What follows belongs to an exercise in optimizing a design on an open flow for small area and a short achievable clock period; a production flow would make more cautious choices. In this exercise RTL edits were held to simulation tests only and were not proved equivalent to the original. Power figures rest on the tool's default switching activity, not on a simulated workload.

==> inputs of job 8583 <==
==> flow/design.v <==
module block_data_memory #(
    parameter int LATENCY    = 5,
    parameter int ADDR_WIDTH = 6,
    parameter int DATA_WIDTH = 32
) (
    input  logic                  CLOCK,
    input  logic                  RESET_N,
    input  logic                  READ,
    input  logic                  WRITE,
    input  logic [ADDR_WIDTH-1:0] ADDRESS,
    input  logic [DATA_WIDTH-1:0] WRITEDATA,
    output logic [DATA_WIDTH-1:0] READDATA,
    output logic                  BUSYWAIT
);
    localparam int RB   = 2;                       
    localparam int RL   = 1 << RB;                 
    localparam int NR   = 1 << (ADDR_WIDTH - RB);  
    localparam int NGRP = NR / 3;                  
    logic                       idle_n;       
    logic                       busy_n;       
    logic [LATENCY-1:0]         acc;          
    logic                       start;        
    logic                       fire;         
    logic [ADDR_WIDTH-1:0]      req_addr;
    logic [DATA_WIDTH-1:0]      req_data;
    logic                       req_write;    
    logic                       cleared;      
    logic                       clr;          
    logic [DATA_WIDTH-1:0]      wbus;         
    logic [RB-1:0]              rot;          
    logic [RB-1:0]              pos;          
    logic [NR-1:0]              ring_sel;     
    logic [NR-1:0]              wr_word;      
    logic [NR-1:0]              wr_ring;      
    logic                       rd_take;      
    logic [DATA_WIDTH-1:0]      ring [NR][RL];
    logic [DATA_WIDTH-1:0]      rd_word;
    logic [DATA_WIDTH-1:0]      rd_hold;
    assign start = ~idle_n & (READ | WRITE);
    assign fire  = acc[LATENCY-1];
    always_ff @(posedge CLOCK or negedge RESET_N) begin
        if (!RESET_N) begin
            idle_n <= 1'b0;
            busy_n <= 1'b1;
            acc    <= '0;
            rot    <= '0;
            cleared <= 1'b0;
        end else begin
            idle_n <= ~((~idle_n & ~(READ | WRITE)) | (busy_n & idle_n));
            busy_n <= ~(start | (~busy_n & ~fire));
            acc    <= {acc[LATENCY-2:0], start};
            rot    <= rot + 1'b1;
            cleared <= cleared | (rot == '1);
        end
    end
    always_ff @(posedge CLOCK) begin
        if (start) begin
            req_addr  <= ADDRESS;
            req_data  <= WRITEDATA;
        end
    end
    always_ff @(posedge CLOCK or negedge RESET_N) begin
        if (!RESET_N) begin
            req_write <= 1'b0;
        end else if (start) begin
            req_write <= WRITE;
        end
    end
    assign clr  = ~cleared;
    for (genvar b = 0; b < DATA_WIDTH; b++) begin : g_wbus
        bdm_and2 u_and (.a(req_data[b]), .b(cleared), .y(wbus[b]));
    end
    assign pos     = req_addr[RB-1:0] + rot;
    assign rd_take = ~busy_n & (pos == '0);
    always_comb begin
        for (int r = 0; r < NR; r++) begin
            ring_sel[r] = (req_addr[ADDR_WIDTH-1:RB] == (ADDR_WIDTH-RB)'(r));
            wr_word[r]  = req_write & (pos == '1) & ring_sel[r];
        end
    end
    for (genvar r = 0; r < NR; r++) begin : g_wr
        bdm_xor2 u_xor (.a(clr), .b(wr_word[r]), .y(wr_ring[r]));
    end
    always_ff @(posedge CLOCK) begin
        for (int r = 0; r < NR; r++) begin
            ring[r][0] <= wr_ring[r] ? wbus : ring[r][RL-1];
            for (int k = 1; k < RL; k++) begin
                ring[r][k] <= ring[r][k-1];
            end
        end
    end
    for (genvar b = 0; b < DATA_WIDTH; b++) begin : g_bit
        logic [NGRP:0] grp_n;            
        logic [1:0]    l1;
        for (genvar g = 0; g < NGRP; g++) begin : g_grp
            bdm_aoi222 u_aoi (
                .s0(ring_sel[3*g]),   .d0(ring[3*g][0][b]),
                .s1(ring_sel[3*g+1]), .d1(ring[3*g+1][0][b]),
                .s2(ring_sel[3*g+2]), .d2(ring[3*g+2][0][b]),
                .y_n(grp_n[g])
            );
        end
        bdm_nand2 u_last (.a(ring_sel[NR-1]), .b(ring[NR-1][0][b]), .y_n(grp_n[NGRP]));
        bdm_nand3 u_l1_0 (.a(grp_n[0]), .b(grp_n[1]), .c(grp_n[2]), .y_n(l1[0]));
        bdm_nand3 u_l1_1 (.a(grp_n[3]), .b(grp_n[4]), .c(grp_n[5]), .y_n(l1[1]));
        assign rd_word[b] = l1[0] | l1[1];
    end
    always_ff @(posedge CLOCK) begin
        if (rd_take) begin
            rd_hold <= rd_word;
        end
    end
    always_ff @(posedge CLOCK or negedge RESET_N) begin
        if (!RESET_N) begin
            READDATA <= '0;
        end else if (fire && !req_write) begin
            READDATA <= rd_hold;
        end
    end
    logic bw_req_n;
    bdm_o21ai u_bw_req (.a1(READ),   .a2(WRITE),    .b1(RESET_N), .y_n(bw_req_n));
    bdm_o21ai u_bw_out (.a1(idle_n), .a2(bw_req_n), .b1(busy_n),  .y_n(BUSYWAIT));
endmodule
module bdm_aoi222 (
    input  logic s0, d0, s1, d1, s2, d2,
    output logic y_n
);
    assign y_n = ~((s0 & d0) | (s1 & d1) | (s2 & d2));
endmodule
module bdm_nand2 (
    input  logic a, b,
    output logic y_n
);
    assign y_n = ~(a & b);
endmodule
module bdm_nand3 (
    input  logic a, b, c,
    output logic y_n
);
    assign y_n = ~(a & b & c);
endmodule
module bdm_xor2 (
    input  logic a, b,
    output logic y
);
    assign y = a ^ b;
endmodule
module bdm_and2 (
    input  logic a, b,
    output logic y
);
    assign y = a & b;
endmodule
module bdm_o21ai (
    input  logic a1, a2, b1,
    output logic y_n
);
    assign y_n = ~((a1 | a2) & b1);
endmodule
==> flow/flow/run.sh <==
#!/bin/bash
# The standard layout (standard.sh, all steps), with one change in clock tree
# synthesis: larger sink clusters (24 sinks, 70 um) and no dummy loads, so the
# tree needs far fewer buffers. The make output goes to standard.log here; each
# step's own log is under orfs/logs/.
set -euo pipefail
here=$(cd "$(dirname "${BASH_SOURCE[0]}")/.." && pwd)
cd "$here"
export CTS_ARGS="-sink_clustering_enable -repair_clock_nets -dont_use_dummy_load -sink_clustering_size 24 -sink_clustering_max_diameter 70"
bash ./standard.sh > "$here/standard.log" 2>&1
==> flow/standard.sh <==
#!/bin/bash
# synth_recipe.tcl (not shown) runs the flow's synth.tcl, then flattens the netlist and writes it again
# the make line also repeats each setting of config.mk as NAME=value (left out here)
make -C /OpenROAD-flow-scripts/flow DESIGN_CONFIG=/design/flow/config.mk WORK_HOME=/design/flow/orfs CLKGATE_MAP_FILE= SYNTH_SCRIPT=/design/flow/synth_recipe.tcl "${@:-finish}"
==> flow/config.mk <==
export PLATFORM = sky130hd
export DESIGN_NAME = block_data_memory
export DESIGN_NICKNAME = block_data_memory
export VERILOG_FILES = /design/flow/design.v
export SDC_FILE = /design/flow/constraint.sdc
export NUM_CORES = 4
export LEC_CHECK = 0
export CAP_MARGIN = 20
export CORE_MARGIN = 2
export CORE_UTILIZATION = 60
export SETUP_SLACK_MARGIN = 2.85
export SLEW_MARGIN = 20
export SYNTH_HIERARCHICAL = 1
==> flow/constraint.sdc <==
create_clock -name core_clock -period 5.5 [get_ports {CLOCK}]
set_input_delay 1.1000 -clock core_clock [delete_from_list [all_inputs] [get_ports {CLOCK}]]
set_output_delay 1.1000 -clock core_clock [all_outputs]
set_load 0.01 [all_outputs]
==> job 4029 (differences from job 8583) <==
==> flow/design.v, changed modules only <==
module block_data_memory #(
    parameter int LATENCY    = 5,
    parameter int ADDR_WIDTH = 6,
    parameter int DATA_WIDTH = 32
) (
    input  logic                  CLOCK,
    input  logic                  RESET_N,
    input  logic                  READ,
    input  logic                  WRITE,
    input  logic [ADDR_WIDTH-1:0] ADDRESS,
    input  logic [DATA_WIDTH-1:0] WRITEDATA,
    output logic [DATA_WIDTH-1:0] READDATA,
    output logic                  BUSYWAIT
);
    localparam int RB   = 2;                       
    localparam int RL   = 1 << RB;                 
    localparam int NR   = 1 << (ADDR_WIDTH - RB);  
    localparam int NGRP = NR / 3;                  
    logic                       idle_n;       
    logic                       busy_n;       
    logic [LATENCY-1:0]         acc;          
    logic                       start;        
    logic                       fire;         
    logic [RB-1:0]              req_addr;     
    logic [DATA_WIDTH-1:0]      xfer;         
    logic [DATA_WIDTH-1:0]      xfer_in;
    logic                       req_write;    
    logic                       cleared;      
    logic                       clr;          
    logic [DATA_WIDTH-1:0]      wbus;         
    logic [RB-1:0]              rot;          
    logic [RB-1:0]              pos_next;     
    logic                       at_port;      
    logic                       entering;     
    logic [NR-1:0]              ring_sel;     
    logic [NR-1:0]              wr_word;      
    logic [NR-1:0]              wr_ring;      
    logic                       rd_take;      
    logic [DATA_WIDTH-1:0]      ring [NR][RL];
    logic [DATA_WIDTH-1:0]      rd_word;
    assign start = ~idle_n & (READ | WRITE);
    assign fire  = acc[LATENCY-1];
    always_ff @(posedge CLOCK or negedge RESET_N) begin
        if (!RESET_N) begin
            idle_n <= 1'b0;
            busy_n <= 1'b1;
            acc    <= '0;
            rot    <= '0;
            cleared <= 1'b0;
        end else begin
            idle_n <= ~((~idle_n & ~(READ | WRITE)) | (busy_n & idle_n));
            busy_n <= ~(start | (~busy_n & ~fire));
            acc    <= {acc[LATENCY-2:0], start};
            rot    <= rot + 1'b1;
            cleared <= cleared | (rot == '1);
        end
    end
    always_ff @(posedge CLOCK) begin
        if (start) begin
            req_addr  <= ADDRESS[RB-1:0];
            for (int r = 0; r < NR; r++) ring_sel[r] <= (ADDRESS[ADDR_WIDTH-1:RB] == (ADDR_WIDTH-RB)'(r));
        end
    end
    always_ff @(posedge CLOCK or negedge RESET_N) begin
        if (!RESET_N) begin
            req_write <= 1'b0;
        end else if (start) begin
            req_write <= WRITE;
        end
    end
    assign clr  = ~cleared;
    for (genvar b = 0; b < DATA_WIDTH; b++) begin : g_wbus
        bdm_and2 u_and (.a(xfer[b]), .b(cleared), .y(wbus[b]));
    end
    assign pos_next = (start ? ADDRESS[RB-1:0] : req_addr) + rot + 1'b1;
    always_ff @(posedge CLOCK) begin
        at_port  <= (pos_next == '0);
        entering <= (pos_next == '1);
    end
    assign rd_take = ~busy_n & ~req_write & at_port;
    always_comb begin
        for (int r = 0; r < NR; r++) begin
            wr_word[r]  = req_write & entering & ring_sel[r];
        end
    end
    for (genvar r = 0; r < NR; r++) begin : g_wr
        bdm_xor2 u_xor (.a(clr), .b(wr_word[r]), .y(wr_ring[r]));
    end
    logic [DATA_WIDTH-1:0] ring_in [NR];
    for (genvar r = 0; r < NR; r++) begin : g_port
        logic keep;
        assign keep = ~wr_ring[r];
        for (genvar b = 0; b < DATA_WIDTH; b++) begin : g_bit
            bdm_ao22 u_ao (.a1(ring[r][RL-1][b]), .a2(keep), .b1(wbus[b]), .b2(wr_ring[r]), .y(ring_in[r][b]));
        end
    end
    always_ff @(posedge CLOCK) begin
        for (int r = 0; r < NR; r++) begin
            ring[r][0] <= ring_in[r];
            for (int k = 1; k < RL; k++) begin
                ring[r][k] <= ring[r][k-1];
            end
        end
    end
    for (genvar b = 0; b < DATA_WIDTH; b++) begin : g_bit
        logic [NGRP:0] grp_n;            
        logic [1:0]    l1;
        for (genvar g = 0; g < NGRP; g++) begin : g_grp
            bdm_aoi222 u_aoi (
                .s0(ring_sel[3*g]),   .d0(ring[3*g][0][b]),
                .s1(ring_sel[3*g+1]), .d1(ring[3*g+1][0][b]),
                .s2(ring_sel[3*g+2]), .d2(ring[3*g+2][0][b]),
                .y_n(grp_n[g])
            );
        end
        bdm_nand2 u_last (.a(ring_sel[NR-1]), .b(ring[NR-1][0][b]), .y_n(grp_n[NGRP]));
        bdm_nand3 u_l1_0 (.a(grp_n[0]), .b(grp_n[1]), .c(grp_n[2]), .y_n(l1[0]));
        bdm_nand3 u_l1_1 (.a(grp_n[3]), .b(grp_n[4]), .c(grp_n[5]), .y_n(l1[1]));
        assign rd_word[b] = l1[0] | l1[1];
    end
    for (genvar b = 0; b < DATA_WIDTH; b++) begin : g_xfer
        bdm_ao22 u_ao (.a1(WRITEDATA[b]), .a2(start), .b1(rd_word[b]), .b2(~start), .y(xfer_in[b]));
    end
    always_ff @(posedge CLOCK) begin
        if ((start && WRITE) || rd_take) begin
            xfer <= xfer_in;
        end
    end
    always_ff @(posedge CLOCK or negedge RESET_N) begin
        if (!RESET_N) begin
            READDATA <= '0;
        end else if (fire && !req_write) begin
            READDATA <= xfer;
        end
    end
    logic bw_req_n;
    bdm_o21ai u_bw_req (.a1(READ),   .a2(WRITE),    .b1(RESET_N), .y_n(bw_req_n));
    bdm_o21ai u_bw_out (.a1(idle_n), .a2(bw_req_n), .b1(busy_n),  .y_n(BUSYWAIT));
endmodule
module bdm_ao22 (
    input  logic a1, a2, b1, b2,
    output logic y
);
    assign y = (a1 & a2) | (b1 & b2);
endmodule
==> flow/flow/run.sh (replaced) <==
#!/bin/bash
# The standard layout (standard.sh, all steps), with one change in clock tree
# synthesis: larger sink clusters (27 sinks, 75 um) and no dummy loads, so the
# tree needs far fewer buffers. The make output goes to standard.log here; each
# step's own log is under orfs/logs/.
set -euo pipefail
here=$(cd "$(dirname "${BASH_SOURCE[0]}")/.." && pwd)
cd "$here"
export CTS_ARGS="-sink_clustering_enable -repair_clock_nets -dont_use_dummy_load -sink_clustering_size 27 -sink_clustering_max_diameter 75"
bash ./standard.sh > "$here/standard.log" 2>&1
--- a/flow/config.mk
+++ b/flow/config.mk
@@ -8,6 +8,6 @@
 export CAP_MARGIN = 20
 export CORE_MARGIN = 2
-export CORE_UTILIZATION = 60
-export SETUP_SLACK_MARGIN = 2.85
+export CORE_UTILIZATION = 70
+export SETUP_SLACK_MARGIN = 3.1
 export SLEW_MARGIN = 20
 export SYNTH_HIERARCHICAL = 1
==> results.txt <==
quantity                                                                 job 8583        job 4029
Relative area of clock buffers and inverters in the final design            4.09%           3.89%
Post-layout min period                                                    2790 ps         2680 ps
Std cell rows                                                                 109              99
Required time at the endpoint of the critical path                        5930 ps         4400 ps
Async SR Flop Fraction                                                      1.99%           2.01%
Fin area                                                                61200 um2       57200 um2
Met3 Routed Length                                                        5780 um        10200 um
Sequential Power                                                         19300 uW        26500 uW
Total detailed-routing wirelength                                       120000 um       126000 um
Number of cells on the critical path                                            8               4
Synthesized instance count                                                   3206            3147
Internal portion of total power                                          22900 uW        29600 uW
Number of antenna violations at the first check in global routing               8               5
Maximum number of pins on one net before global-route repair                   34              44
Status                                                             finished clean  finished clean
Mux cell area share after synthesis                                         11.4%          0.792%
Clk pin slew, worst setup/hold paths                                        90 ps          100 ps
Highest clock frequency the design can meet                             0.359 GHz       0.373 GHz
Global-route met1 utilization                                               36.0%           46.8%
Initial core utilization                                                    60.6%           70.9%

separate check: timing with driven ports:
The flow's constraints put no driver on any port. The routed layouts listed below were extracted and timed again, unchanged, in two steps. Step 1 sets driving cells, clkbuf_16 on the clock port and buf_2 on the other inputs (assumed; they add their load-dependent delay and slew). Step 2 adds t to the input delays and takes it off the output delays; t is the mean of the earliest and latest rising clock arrival at the registers after step 1. Input paths then give back, and output paths get back, about the clock's delay inside the block. a / b / c = ideal ports / drivers / drivers and shift; a / b = the first two.
run | shift t [ns] | slack for setup (ns) | hold WS [ns] | worst setup path after step 2
job 8583 | 0.728 | 2.715 / 2.715 / 2.715 | 0.299 / 0.299 / 0.299 | register to register
job 4029 | 0.720 | 2.819 / 2.777 / 2.599 | 0.299 / 0.299 / 0.299 | input to register
After both steps setup and hold are still met in every run listed. The setup slack of job 4029, which loses most, moves by -0.042 ns with the drivers and by -0.220 ns with both steps.
